This design comes from an exercise in tuning for small area, a short achievable clock period and few clock cycles per item on the open sky130 flow, not from production work.
No run shown here included a check of the RTL's function; only the layout flow was run.
Power is estimated from default activity; no workload was simulated.

==> flow/design.v (outline; a module is shown in full before it is edited, if it fits) <==
// module classifierTop: 1863 lines
module classifierTop (
    input  wire                   i_clk100,
    input  wire                   i_rstN,
    input  wire cnnPkg::camBus_t  i_cam,
    input  wire                   i_start,
    input  wire                   i_cfgWr,
    input  wire [4-1:0] i_cfgAddr,
    input  wire [15:0]            i_cfgData,
    output logic                  o_busy,
    output logic                  o_done,
    output cnnPkg::score_t        o_score,
    output logic                  o_led
);
  // ...
==> flow/flow/run.sh <==
#!/bin/bash
set -euo pipefail
bash standard.sh SETUP_SLACK_MARGIN=6.7 finish > standard.log 2>&1
==> flow/standard.sh <==
#!/bin/bash
# synth_recipe.tcl (not shown) runs the flow's synth.tcl, then flattens the netlist and writes it again
# the make line also repeats each setting of config.mk as NAME=value (left out here)
make -C /OpenROAD-flow-scripts/flow DESIGN_CONFIG=/design/flow/config.mk WORK_HOME=/design/flow/orfs CLKGATE_MAP_FILE= SYNTH_SCRIPT=/design/flow/synth_recipe.tcl "${@:-finish}"
==> flow/config.mk <==
export PLATFORM = sky130hd
export DESIGN_NAME = classifierTop
export DESIGN_NICKNAME = classifierTop
export VERILOG_FILES = /design/flow/design.v
export SDC_FILE = /design/flow/constraint.sdc
export NUM_CORES = 4
export LEC_CHECK = 0
export CAP_MARGIN = 20
export CORE_MARGIN = 2
export CORE_UTILIZATION = 40
export SLEW_MARGIN = 20
==> flow/constraint.sdc <==
create_clock -name core_clock -period 10.0 [get_ports {i_clk100}]
set_input_delay 2.0000 -clock core_clock [delete_from_list [all_inputs] [get_ports {i_clk100}]]
set_output_delay 2.0000 -clock core_clock [all_outputs]
set_load 0.01 [all_outputs]
==> impl_metrics.yaml, run 1 <==
logic_synthesis:
  syn-num-nets: 3081
  yosys-mux-area-fraction: 0.0764
  synthSimpleGateAreaFrac: 0.0941
  synth_compound_area_frac: 0.0452
  yosysWarningCount: 4
grt:
  antenna_found_initial: 4
  grt_pass1_wl_um: 127000
  globalRoute.busiestLayer: "met2"
cells_and_area:
  final_cell_mix: "inv_1, edfxtp_1, fa_1"
  final_cells: 3931
  fin_area_um2: 38600
  clkCellAreaFrac: 0.0562
  seq_share: 0.391
timing:
  clock_skew_ns: 0.0254
  timing.final.ws_setup_ns: 6.26
  fmax_mhz: 268
clocking:
  clkSinkCount: 587
  clk_pin_slew_ns: 0.06
  cts-resized-gates: 278
  cts_made_buffers: 67
setup_path:
  r2r_setup_slack_ns: 6.26
  timing.reg2reg.worst_path_depth: 10
  critPathSlowestCell: "fa_2"
  crit_start: "mUse[2]"
status:
  status: "timing/DRC/antenna clean"
flow_run:
  drv_cap: 0
routing:
  via_count: 20200
worst_hold_path:
  min_delay_path_depth: 0
  hold_end: "tBCol[0]"
pwr:
  leakagePower_nw: 16.6
  powerClk_w: 0.00239
  ir_worst_vdd_v: 0.000208
  seq-power_w: 0.00434
floorplan:
  core_area_um2: 80300
==> run 2, diff against run 1 <==
==> flow/run.sh (new file) <==
#!/bin/bash
# synth_recipe.tcl (not shown) runs the flow's synth.tcl, then flattens the netlist and writes it again
# the make line also repeats each setting of config.mk as NAME=value (left out here)
make -C /OpenROAD-flow-scripts/flow DESIGN_CONFIG=/design/flow/config.mk WORK_HOME=/design/flow/orfs CLKGATE_MAP_FILE= SYNTH_SCRIPT=/design/flow/synth_recipe.tcl finish
--- a/flow/config.mk
+++ b/flow/config.mk
@@ -10,2 +10,3 @@
 export CORE_UTILIZATION = 40
+export SETUP_SLACK_MARGIN = 5
 export SLEW_MARGIN = 20
removed: flow/flow/run.sh
removed: flow/standard.sh
==> run 2 against run 1 <==
Against the previous run:
- design area down 6.2%
- count of clock-buffer cells in the layout fell by 5
- worst hold slack got worse by 0.00072 ns
- first-iteration DRC count decreased by 5.7%
- clock skew increased by 0.0099 ns
- critical path depth rose by 4
- via count down 6.2%
- synthesized cell count unchanged
- non-clock buffer count down 149
- power is 8.0% lower
- clock power is essentially flat
- critical path type unchanged
- largest cell class unchanged
- highest routed layer is now met4
==> impl_metrics.yaml, run 2 <==
logic_synthesis:
  async_flop_share: 0.242
  synth_seq_cells: 587
  synthFlopType: "edfxtp_1"
  synthesis.area_um2: 32300
  avgSynthCellArea_um2: 12.4
  synth_edf_count: 260
  synth_common_cells: "inv_1, fa_1, edfxtp_1"
  syn-num-nets: 3081
  yosysWarningCount: 4
  syn_inst: 2616
  synth.most_common_cell: "inv_1"
  synth_top_area_cell: "edfxtp_1"
  netlist.area_leader.share: 0.242
  yosysUniqueCellTypes: 69
  synthTopCellsByArea: "edfxtp_1, fa_1, dfxtp_1"
  seq_area_frac_synth: 0.466
timing:
  finalMaxSlewViolations: 0
  period_share: 0.427
  setup_viol: 0
  timing.final.ws_setup_ns: 5.73
  clock_skew_ns: 0.0352
  fin_setup_tns_ns: 0
  worstMarginPinSlew_ns: 1.05
  period_needed_ns: 4.27
  max_slew_margin: 0.300
  grt_setup_unrepaired: "false"
  finalHoldViolations: 0
  fmax_mhz: 234
floorplan:
  die_h_um: 288
  die_x_um: 288
  dieArea_um2: 83100
  initial_utilization: 0.402
  rows: 104
  ios: 69
  core_area_um2: 80300
cells_and_area:
  largest-register: "lb"
  largest_register_ff_count: 152
  fin_area_um2: 36200
  syn2layout_area_growth_pct: 12.1
  top_regs: "lb x152, aR x75, kern x72"
  fin_nets: 3129
  drive_above_1_share: 0.127
  final_common_cell: "inv_1"
  post-route-util: 0.451
  fillers: 7288
  diodes: 0
  final_cell_mix: "inv_1, fa_1, edfxtp_1"
place:
  place_ws_ns: 5.75
  dpl.hpwl_um: 59800
  placed_area_um2: 34100
  port_buffers: 68
  gp_congestion: 0.948
clocking:
  clk_latency_ns: 0.63
  clkSinkCount: 587
  cts_hold_buf: 0
  cts-root-buf: "clkbuf_16"
  clk_pin_slew_ns: 0.06
  cts_made_buffers: 66
  htree_levels: 3
  post-cts-setup-buffer-count: 0
  cts_tree: "done"
  cts-resized-gates: 0
  clock_path_buffers: 3
routing:
  avgViaCountPerCell: 5.03
  drcViolationCount: 0
  via_count: 19000
  drt_iter0_markers: 1355
  routedWlPerCell_um: 20.3
  drtPass1Iterations: 7
  antenna_left: 0
  wl_um: 76600
setup_path:
  critPathMaxStageDelay_ns: 0.61
  critPathSlowestCell: "or2_2"
  rr_endpoint: "score[26]"
  startpoint_type: "flop"
  timing.reg2reg.worst_path_depth: 14
  required_ns: 10.36
  critPathKind: "flop to flop"
  endpoint_kind: "flop"
  critical_path_peak_fanout: 29
  crit_chain: "or2_2, nand2_1, nand2_1, ha_1, fa_1, a211oi_1, o21ai_1, a32o_1, a221oi_2, a21oi_1, a21oi_1, o21bai_1, a21oi_1, xnor2_1"
  r2r-start: "featQ[1]"
  cp.arrival_ns: 4.62
  crit_top_cell: "a21oi_1"
  r2r_setup_slack_ns: 5.73
grt:
  grt_max_degree: 177
  grt_pass1_vias: 20400
  antenna_found_initial: 3
  grt_util_all_layers: 0.190
  grt_pass1_wl_um: 121000
  grt_overflow: 0
worst_hold_path:
  min_path_type: "flop to flop"
  hold_end: "tCRow[2]"
  hp-start: "tBRow[2]"
  min_delay_path_depth: 0
pwr:
  leakagePower_nw: 15.8
  total_power_w: 0.0135
  power_density_nw_per_um2: 374
  ir_worst_vdd_v: 0.000210
flow_run:
  drv_cap: 0
status:
  status: "timing/DRC/antenna clean"
## run 2: cell counts after synthesis
No cell type changed its count.
## run 2: how the worst max path moves through the flow
stage                        start   endpoint  slack [ns]  cells past startpoint
after floorplan            sIdx[0]   lb[0][0]        5.68                      9
after global placement    featQ[0]  score[26]        5.82                     14
after detailed placement  featQ[0]  score[26]        5.75                     14
after CTS                 featQ[1]  score[26]        5.75                     14
after global routing         dL[1]      P[23]        5.28                     14
final                     featQ[1]  score[26]        5.73                     14
## run 2: metal layers
layer / vias up / track usage / part of all wire
li1: 8747 / - / -
met1: 9707 / 0.255 / 0.44
met2: 412 / 0.319 / 0.49
met3: 120 / 0.0250 / 0.039
met4: 0 / 0.0687 / 0.034
met5: - / 0 / 0
## run 2: cell type report
| type | count | area, um^2 | share of cell area |
|---|---|---|---|
| tap | 1060 | 1330 | 0.0366 |
| inverter | 368 | 1380 | 0.0381 |
| clock buffer | 92 | 1870 | 0.0515 |
| timing repair buffer | 79 | 781 | 0.0216 |
| clock inverter | 28 | 295 | 0.00815 |
| sequential | 587 | 15100 | 0.416 |
| multi-input combinational | 1562 | 15500 | 0.428 |
## run 2: power by group
group          switching, W  internal, W
clock network       0.00101      0.00138
registers          0.000663      0.00367
logic               0.00393      0.00289
## run 2: metrics by stage
| step | cells | hold slack (ns) |
|---|---|---|
| after global placement | 3656 | 0.313 |
| after CTS | 3776 | 0.325 |
| after global routing | 3776 | 0.333 |
| final | 3776 | 0.325 |
| after floorplan | 2616 | 0.310 |
| after detailed placement | 3656 | 0.312 |
## run 2: worst max-delay path, delay by kind of cell (launching register included)
family                     cells  cell delay, ns
xor gates and xnor gates       1            0.08
and+or+nand+nor                3            0.82
AOI/OAI and AO/OA              8            1.89
adders and majority gates      2            0.62
DFF                            1            0.58
## run 2: kinds of logic (layout without fill, tap and decap cells)
group / count (synthesis) / count (layout) / share of synthesized area
DFF: 587 / 587 / 0.466
adders and majority gates: 431 / 431 / 0.239
and+or+nand+nor: 611 / 611 / 0.0941
xor gates and xnor gates: 85 / 85 / 0.0233
muxes: 222 / 222 / 0.0764
AOI/OAI and AO/OA: 212 / 212 / 0.0452
buffers and inverters: 467 / 567 / 0.0556
other: 1 / 1 / 0.000116

what the ideal ports hide:
In the flow no input, the clock included, has a driving cell. The finished layouts below were timed again as built, in two steps. Step 1: set_driving_cell puts a clkbuf_16 on i_clk100 and a buf_2 on each other input, an assumption about the parent block. Step 2 moves the port delays by t, midway between the first and last clock arrival at a register: inputs arrive t later, outputs are due t later. That takes back most of the time a late clock gives input paths. a / b / c = ideal / step 1 / step 2; a / b = the first two.
run	shift t [ns]	slack for setup (ns)	latest minus earliest clock arrival (ns)
run 1	0.661	6.263 / 6.263 / 6.263	0.028 / 0.027
run 2	0.683	5.735 / 5.735 / 5.735	0.035 / 0.035
After both steps every run listed still meets setup and hold.
